Source: an optimization exercise on an open RTL-to-GDS flow (aim: small area, a short achievable clock period and few clock cycles per item). Production flows keep margins and buffers that such runs may drop. Function was checked by simulation only, so behaviour that the tests miss may differ from the original.

Design triangle_strip_tessellator, start of the top module:
module triangle_strip_tessellator (
    input  logic        clk,
    input  logic        rst_n,
    input  logic        start,
    output logic        busy,
    input  logic [47:0] corner_bottom_left,
    input  logic [47:0] corner_bottom_right,
    input  logic [47:0] corner_top,
    input  logic [47:0] normal_left,
    input  logic [47:0] normal_right,
    input  logic [47:0] normal_top,
    input  logic        cfg_wr_en,
    input  logic [3:0]  cfg_wr_data,
    output logic        vertex_valid,
    output logic [47:0] vertex_position,
    output logic [47:0] vertex_normal,
    output logic        last_vertex
);
    localparam int R4      = 1;
    localparam int DIV_CYC = 8 / R4;
    localparam int DCW     = $clog2(DIV_CYC);
    function automatic logic [16:0] add16(input logic [15:0] a, input logic [15:0] b, input logic ci);
        logic [15:0] g, p, gg, pp, gn, pn;
        logic [16:0] c;
        g  = a & b;
        p  = a ^ b;
        gg = g;
        pp = p;
        for (int l = 1; l < 16; l = l * 2)
        begin
            gn = gg;
            pn = pp;
            for (int i = 0; i < 16; i++)
                if ((i / l) % 2 == 1)
                begin
                    gn[i] = gg[i] | (pp[i] & gg[(i / l) * l - 1]);
                    pn[i] = pp[i] & pp[(i / l) * l - 1];
                end
            gg = gn;
            pp = pn;
        end
        c[0] = ci;
  ...
For scale: roughly 2900 cells after synthesis, ~610 flip-flops, ~0.033 mm2 of cells after synthesis.
==> flow/config.mk <==
export PLATFORM = sky130hd
export DESIGN_NAME = triangle_strip_tessellator
export DESIGN_NICKNAME = triangle_strip_tessellator
export VERILOG_FILES = /design/flow/design.v
export SDC_FILE = /design/flow/constraint.sdc
export NUM_CORES = 4
export LEC_CHECK = 0
export CAP_MARGIN = 20
export CORE_MARGIN = 2
export CORE_UTILIZATION = 60
export CTS_CLUSTER_DIAMETER = 80
export CTS_CLUSTER_SIZE = 25
export SETUP_SLACK_MARGIN = 3.0
export SLEW_MARGIN = 20
==> flow/constraint.sdc <==
create_clock -name core_clock -period 6.0 [get_ports {clk}]
set_input_delay 1.2000 -clock core_clock [delete_from_list [all_inputs] [get_ports {clk}]]
set_output_delay 1.2000 -clock core_clock [all_outputs]
set_load 0.01 [all_outputs]
standard.sh (not shown) runs the stock make flow with config.mk's settings and CLKGATE_MAP_FILE= SYNTH_SCRIPT=/design/flow/synth_recipe.tcl, a recipe that flattens the netlist after the stock synthesis.
==> flow/flow/run.sh <==
#!/bin/bash
# Layout: the standard flow (standard.sh, all ORFS steps), except that the
# port buffers are the smallest buffer cell instead of ORFS's default choice.
set -euo pipefail
export BUFFER_PORTS_ARGS="-buffer_cell sky130_fd_sc_hd__buf_1"
bash standard.sh > standard_flow.log 2>&1
Testbench counts at the start, summed over its fixed seeds: cycles 12,172, vertices 9,852.
Next try:
--- a/flow/config.mk
+++ b/flow/config.mk
@@ -9,5 +9,6 @@
 export CORE_MARGIN = 2
-export CORE_UTILIZATION = 60
+export CORE_UTILIZATION = 40
 export CTS_CLUSTER_DIAMETER = 80
 export CTS_CLUSTER_SIZE = 25
+export PLACE_DENSITY = 0.7
 export SETUP_SLACK_MARGIN = 3.0
Outcome: Routed wire length fell by 2.4%; global-route usage goes down by 12 points; cell area grows by about 0.4%; die area climbs by 49%; non-clock buffer count fell by 15; clock-buffer cell count stays the same; core utilization fell by 23 points.
Next try:
--- a/flow/config.mk
+++ b/flow/config.mk
@@ -12,3 +12,2 @@
 export CTS_CLUSTER_SIZE = 25
-export PLACE_DENSITY = 0.7
 export SETUP_SLACK_MARGIN = 3.0
The changed run completed without violations.
Via count drops by 1.8%.
Worst hold slack stays flat.
Sequential share of layout area drops by 0.29 points.
Next try:
--- a/flow/config.mk
+++ b/flow/config.mk
@@ -12,3 +12,3 @@
 export CTS_CLUSTER_SIZE = 25
-export SETUP_SLACK_MARGIN = 3.0
+export SETUP_SLACK_MARGIN = 2.8
 export SLEW_MARGIN = 20
=> Wire length is higher by 1.4%; sequential share of layout area is higher by 0.34 points; register-to-register slack loses 0.09 ns; utilization is lower by 0.35 points; cell area is lower by 0.75%; setup slack loses 0.086 ns; first-iteration DRC count is lower by 11%; clock-buffer cell count is higher by 5; die area stays the same.
Next try:
--- a/flow/config.mk
+++ b/flow/config.mk
@@ -10,5 +10,3 @@
 export CORE_UTILIZATION = 40
-export CTS_CLUSTER_DIAMETER = 80
-export CTS_CLUSTER_SIZE = 25
-export SETUP_SLACK_MARGIN = 2.8
+export SETUP_SLACK_MARGIN = 3.0
 export SLEW_MARGIN = 20
Outcome: The new run went through all stages and came out clean; area after synthesis is unchanged; global-route usage climbs by 0.24 points; clock-buffer cell count climbs by 37.
Next try:
--- a/flow/config.mk
+++ b/flow/config.mk
@@ -10,3 +10,5 @@
 export CORE_UTILIZATION = 40
-export SETUP_SLACK_MARGIN = 3.0
+export CTS_CLUSTER_DIAMETER = 80
+export CTS_CLUSTER_SIZE = 25
+export SETUP_SLACK_MARGIN = 3.15
 export SLEW_MARGIN = 20
After rerunning: Cell area goes down by 0.64%; global-route usage goes down by 0.40 points; die area stays the same; count of clock-buffer cells in the layout goes down by 41.

-- what the ideal ports hide --
No port has a modelled driver above. Below, the same layouts with a new extraction and two added sets of constraints.
Step 1 assumes that a clkbuf_16 drives the clock port and a buf_2 every other input.
Step 2 adds t to the input delays and takes it off the output delays; t is the mean of the earliest and latest rising clock arrival at the registers after step 1. Input paths then give back, and output paths get back, about the clock's delay inside the block.
Three values: no drivers, after step 1, after step 2; two values: the first two.
run	t, ns	setup slack, ns	worst setup path after step 2	slew at the worst register clock pin (ns)
the first run	0.651	3.016 / 3.016 / 3.016	register to register	0.10 / 0.10
the second run	0.655	3.012 / 3.012 / 3.012	register to register	0.11 / 0.11
the third run	0.655	2.979 / 2.979 / 2.979	register to register	0.10 / 0.10
the fourth run	0.655	2.894 / 2.894 / 2.894	register to register	0.10 / 0.10
the fifth run	0.676	2.993 / 2.993 / 2.993	register to register	0.07 / 0.07
the sixth run	0.649	3.073 / 3.073 / 3.073	register to register	0.10 / 0.10
After both steps setup and hold are still met in every run listed.
